Context: an optimization exercise on an open-source flow, tuned for small area. The choices shown serve that exercise and are no tape-out recipe.
RTL that was checked went through simulation tests only; none was proved equivalent to the original.

## window_mult_pipe
module window_mult_pipe #(
  parameter int K   = 3,
  parameter int NI  = 8,
  parameter int NF  = 8,
  parameter int LAT = 2,
  parameter int CW  = 5
) (
  input  logic                            clk,
  input  logic                            rst_n,
  input  logic                            in_valid,
  output logic                            in_ready,
  input  logic                            sgn_i,
  input  logic [K*K*NI-1:0]               i_flat,
  input  logic [K*K*NF-1:0]               f_flat,
  input  logic [CW-1:0]                   row_in,
  input  logic [CW-1:0]                   col_in,
  input  logic                            done_in,
  output logic                            out_valid,
  input  logic                            out_ready,
  output logic [K*K*(NI+NF)-1:0]          d_flat,
  output logic [CW-1:0]                   row_out,
  output logic [CW-1:0]                   col_out,
  output logic                            done_out,
  output logic [NI+NF+$clog2(K*K)-1:0]    sum_o
);
==> flow/config.mk <==
export PLATFORM = sky130hd
export DESIGN_NAME = window_mult_pipe
export DESIGN_NICKNAME = window_mult_pipe
export VERILOG_FILES = /design/flow/design.v
export SDC_FILE = /design/flow/constraint.sdc
export NUM_CORES = 4
export LEC_CHECK = 0
export CAP_MARGIN = 20
export CORE_MARGIN = 2
export CORE_UTILIZATION = 76
export PLACE_DENSITY = 0.86
export SLEW_MARGIN = 20
export SYNTH_HIERARCHICAL = 1
==> flow/constraint.sdc <==
create_clock -name core_clock -period 6.5 [get_ports {clk}]
set_input_delay 1.3000 -clock core_clock [delete_from_list [all_inputs] [get_ports {clk}]]
set_output_delay 1.3000 -clock core_clock [all_outputs]
set_load 0.01 [all_outputs]
standard.sh (not shown) runs the stock make flow with config.mk's settings and CLKGATE_MAP_FILE= SYNTH_SCRIPT=/design/flow/synth_recipe.tcl, a recipe that flattens the netlist after the stock synthesis.
==> flow/flow/run.sh <==
#!/bin/bash
# The standard layout, with the port buffers made of the smallest buffer and a clock tree
# without dummy loads. Each tool's output goes to orfs/logs; make's own output to flow_make.log.
set -euo pipefail
bash standard.sh \
  "BUFFER_PORTS_ARGS=-buffer_cell sky130_fd_sc_hd__buf_1" \
  "CTS_ARGS=-sink_clustering_enable -repair_clock_nets -dont_use_dummy_load -sink_clustering_size 18 -sink_clustering_max_diameter 60 -buf_list {sky130_fd_sc_hd__clkbuf_8}" \
  finish > flow_make.log 2>&1
Change:
--- a/flow/design.v
+++ b/flow/design.v
@@ -40,15 +40,15 @@
   logic [N*NF-1:0] r1_f;
   logic            r1_s;
   logic [SB-1:0]   r1_sb, r2_sb, r3_sb;
   logic [N*W-1:0]  r2_d, r3_d;
   logic [N*W-1:0]  w_prod;
   for (genvar e = 0; e < N; e++) begin : g_lane
     wm_mul u_mul (.p(r1_i[e*NI +: NI]), .pn(~r1_i[e*NI +: NI]), .s(r1_s), .f(r1_f[e*NF +: NF]),
-                  .fn(~r1_f[e*NF +: NF-1]), .u(~(r1_f[e*NF +: NF] ^ {NF{r1_s}})),
+                  .fn(~r1_f[e*NF +: NF]), .u(~(r1_f[e*NF +: NF] ^ {NF{r1_s}})),
                   .y(w_prod[e*W +: W]));
   end
   always_ff @(posedge clk) begin
     if (w_en) begin
       r1_i  <= i_flat;
       r1_f  <= f_flat;
       r1_s  <= sgn_i;
@@ -88,15 +88,15 @@
   assign y = a ^ b;
 endmodule
 module wm_mul (
   input  logic [7:0]  p,
   input  logic [7:0]  pn,
   input  logic        s,
   input  logic [7:0]  f,
-  input  logic [6:0]  fn,
+  input  logic [7:0]  fn,
   input  logic [7:0]  u,
   output logic [15:0] y
 );
   wire q = s & p[7];
   wire pp1 = ~(pn[0] | fn[0]);
   wire pp2 = ~(pn[0] | fn[1]);
   wire pp3 = ~(pn[1] | fn[0]);
- The new run finished with timing, DRC and antenna clean
- setup slack gets worse by 0.0099 ns
- final area stays flat
- register-to-register slack gains 0.08 ns
- non-clock buffer count decreases by 3
- cell count barely changes
- critical path depth is unchanged
- utilization is about the same
- clock-buffer cell count shrinks by 1
- area after synthesis is unchanged
- sequential share of layout area is about the same
- wire length fell by 1.4%
For the first run of this note, only the layout was checked, not whether the RTL still works.

========
Another version of the RTL of window_mult_pipe (not shown whole).
Size in the first run: about 2200 cells after synthesis, ~340 I/O pins, about 32000 um2 of cells after synthesis.
Settings: LEC_CHECK=0, CAP_MARGIN=20, CORE_MARGIN=2, CORE_UTILIZATION=76, PLACE_DENSITY=0.86, SLEW_MARGIN=20, SYNTH_HIERARCHICAL=1; clock period 6.5 ns.
==> flow/flow/run.sh <==
#!/bin/bash
# The standard layout, with two changes: the port buffers are the smallest buffer, and the
# clock tree has no dummy loads and clusters at most 18 flip-flops (within 60 um) under each
# clkbuf_8. ORFS writes each tool's log under orfs/logs; make's own output goes to
# flow_make.log.
set -euo pipefail
bash standard.sh \
  "BUFFER_PORTS_ARGS=-buffer_cell sky130_fd_sc_hd__buf_1" \
  "CTS_ARGS=-sink_clustering_enable -repair_clock_nets -dont_use_dummy_load -sink_clustering_size 18 -sink_clustering_max_diameter 60 -buf_list {sky130_fd_sc_hd__clkbuf_8}" \
  finish > flow_make.log 2>&1
The starting point completed without violations.
Next try:
--- a/flow/design.v
+++ b/flow/design.v
@@ -265,26 +265,28 @@
   wire s220, c221;
   wm_fa u_fa222 (.a(c147), .b(s161), .c(c218), .s(s220), .co(c221));
   wire s223, c224;
   wm_fa u_fa225 (.a(c162), .b(s173), .c(c221), .s(s223), .co(c224));
   wire s226, c227;
   wm_fa u_fa228 (.a(c174), .b(s182), .c(c224), .s(s226), .co(c227));
   wire s229, c230;
-  wm_fa u_fa231 (.a(s188), .b(c183), .c(c227), .s(s229), .co(c230));
+  wm_ha u_ha231 (.a(s188), .b(c183), .s(s229), .co(c230));
   wire s232, c233;
-  wm_ha u_ha234 (.a(s191), .b(c189), .s(s232), .co(c233));
+  wm_fa u_fa234 (.a(s191), .b(c189), .c(c230), .s(s232), .co(c233));
   wire s235, c236;
   wm_fa u_fa237 (.a(n194), .b(c192), .c(c233), .s(s235), .co(c236));
   wire x238 = pp64 ^ x195 ^ c236;
-  wire y239 = s232 ^ c230;
-  wire k240 = c230 & s232;
-  wire y241 = s235 ^ k240;
-  wire k242 = k240 & s235;
-  wire y243 = x238 ^ k242;
-  assign y = {y243, y241, y239, s229, s226, s223, s220, s217, s214, s211, s208, s205, s202, s199, s196, pp1};
+  wire y239 = s229 ^ c227;
+  wire k240 = c227 & s229;
+  wire y241 = s232 ^ k240;
+  wire k242 = k240 & s232;
+  wire y243 = s235 ^ k242;
+  wire k244 = k242 & s235;
+  wire y245 = x238 ^ k244;
+  assign y = {y245, y243, y241, y239, s226, s223, s220, s217, s214, s211, s208, s205, s202, s199, s196, pp1};
 endmodule
 module wm_sum (
   input  logic [143:0] d,
   output logic [19:0]  y
 );
   wire t1 = ~d[15];
   wire t2 = ~d[31];
Outcome: Via count grows by 0.51%. Routed wire length stays flat. Register-to-register slack gets better by 0.22 ns. Core utilization grows by 0.12 points. Critical path depth is unchanged. Synthesized area grows by 0.35%. Non-clock buffer count shrinks by 3. Worst hold slack gets worse by 0.017 ns. Worst setup slack gets worse by 0.031 ns. Cell count hardly moves. Sequential share of layout area shrinks by 0.16 points. Die area grows by 0.35%.

-- separate check: timing with driven ports --
How much do the figures lean on ideal ports? The routed layouts below were timed once more, with nothing changed but the port constraints.
Step 1 sets driving cells, clkbuf_16 on the clock port and buf_2 on the other inputs (assumed; they add their load-dependent delay and slew).
Step 2 moves the port delays by t, midway between the first and last clock arrival at a register: inputs arrive t later, outputs are due t later. That takes back most of the time a late clock gives input paths.
Slacks: no drivers / after step 1 / after step 2; pairs: no drivers / after step 1.
| run | shift t [ns] | setup WS [ns] | worst setup path after step 2 |
|---|---|---|---|
| the first run of note 1 | 0.665 | 0.092 / 0.039 / 0.379 | register to register |
| the second run of note 1 | 0.666 | 0.082 / 0.032 / 0.464 | register to register |
| the first run of note 2 | 0.671 | 0.154 / 0.097 / 0.270 | register to register |
| the second run of note 2 | 0.672 | 0.123 / 0.065 / 0.488 | register to register |
After both steps every run listed still meets setup and hold.
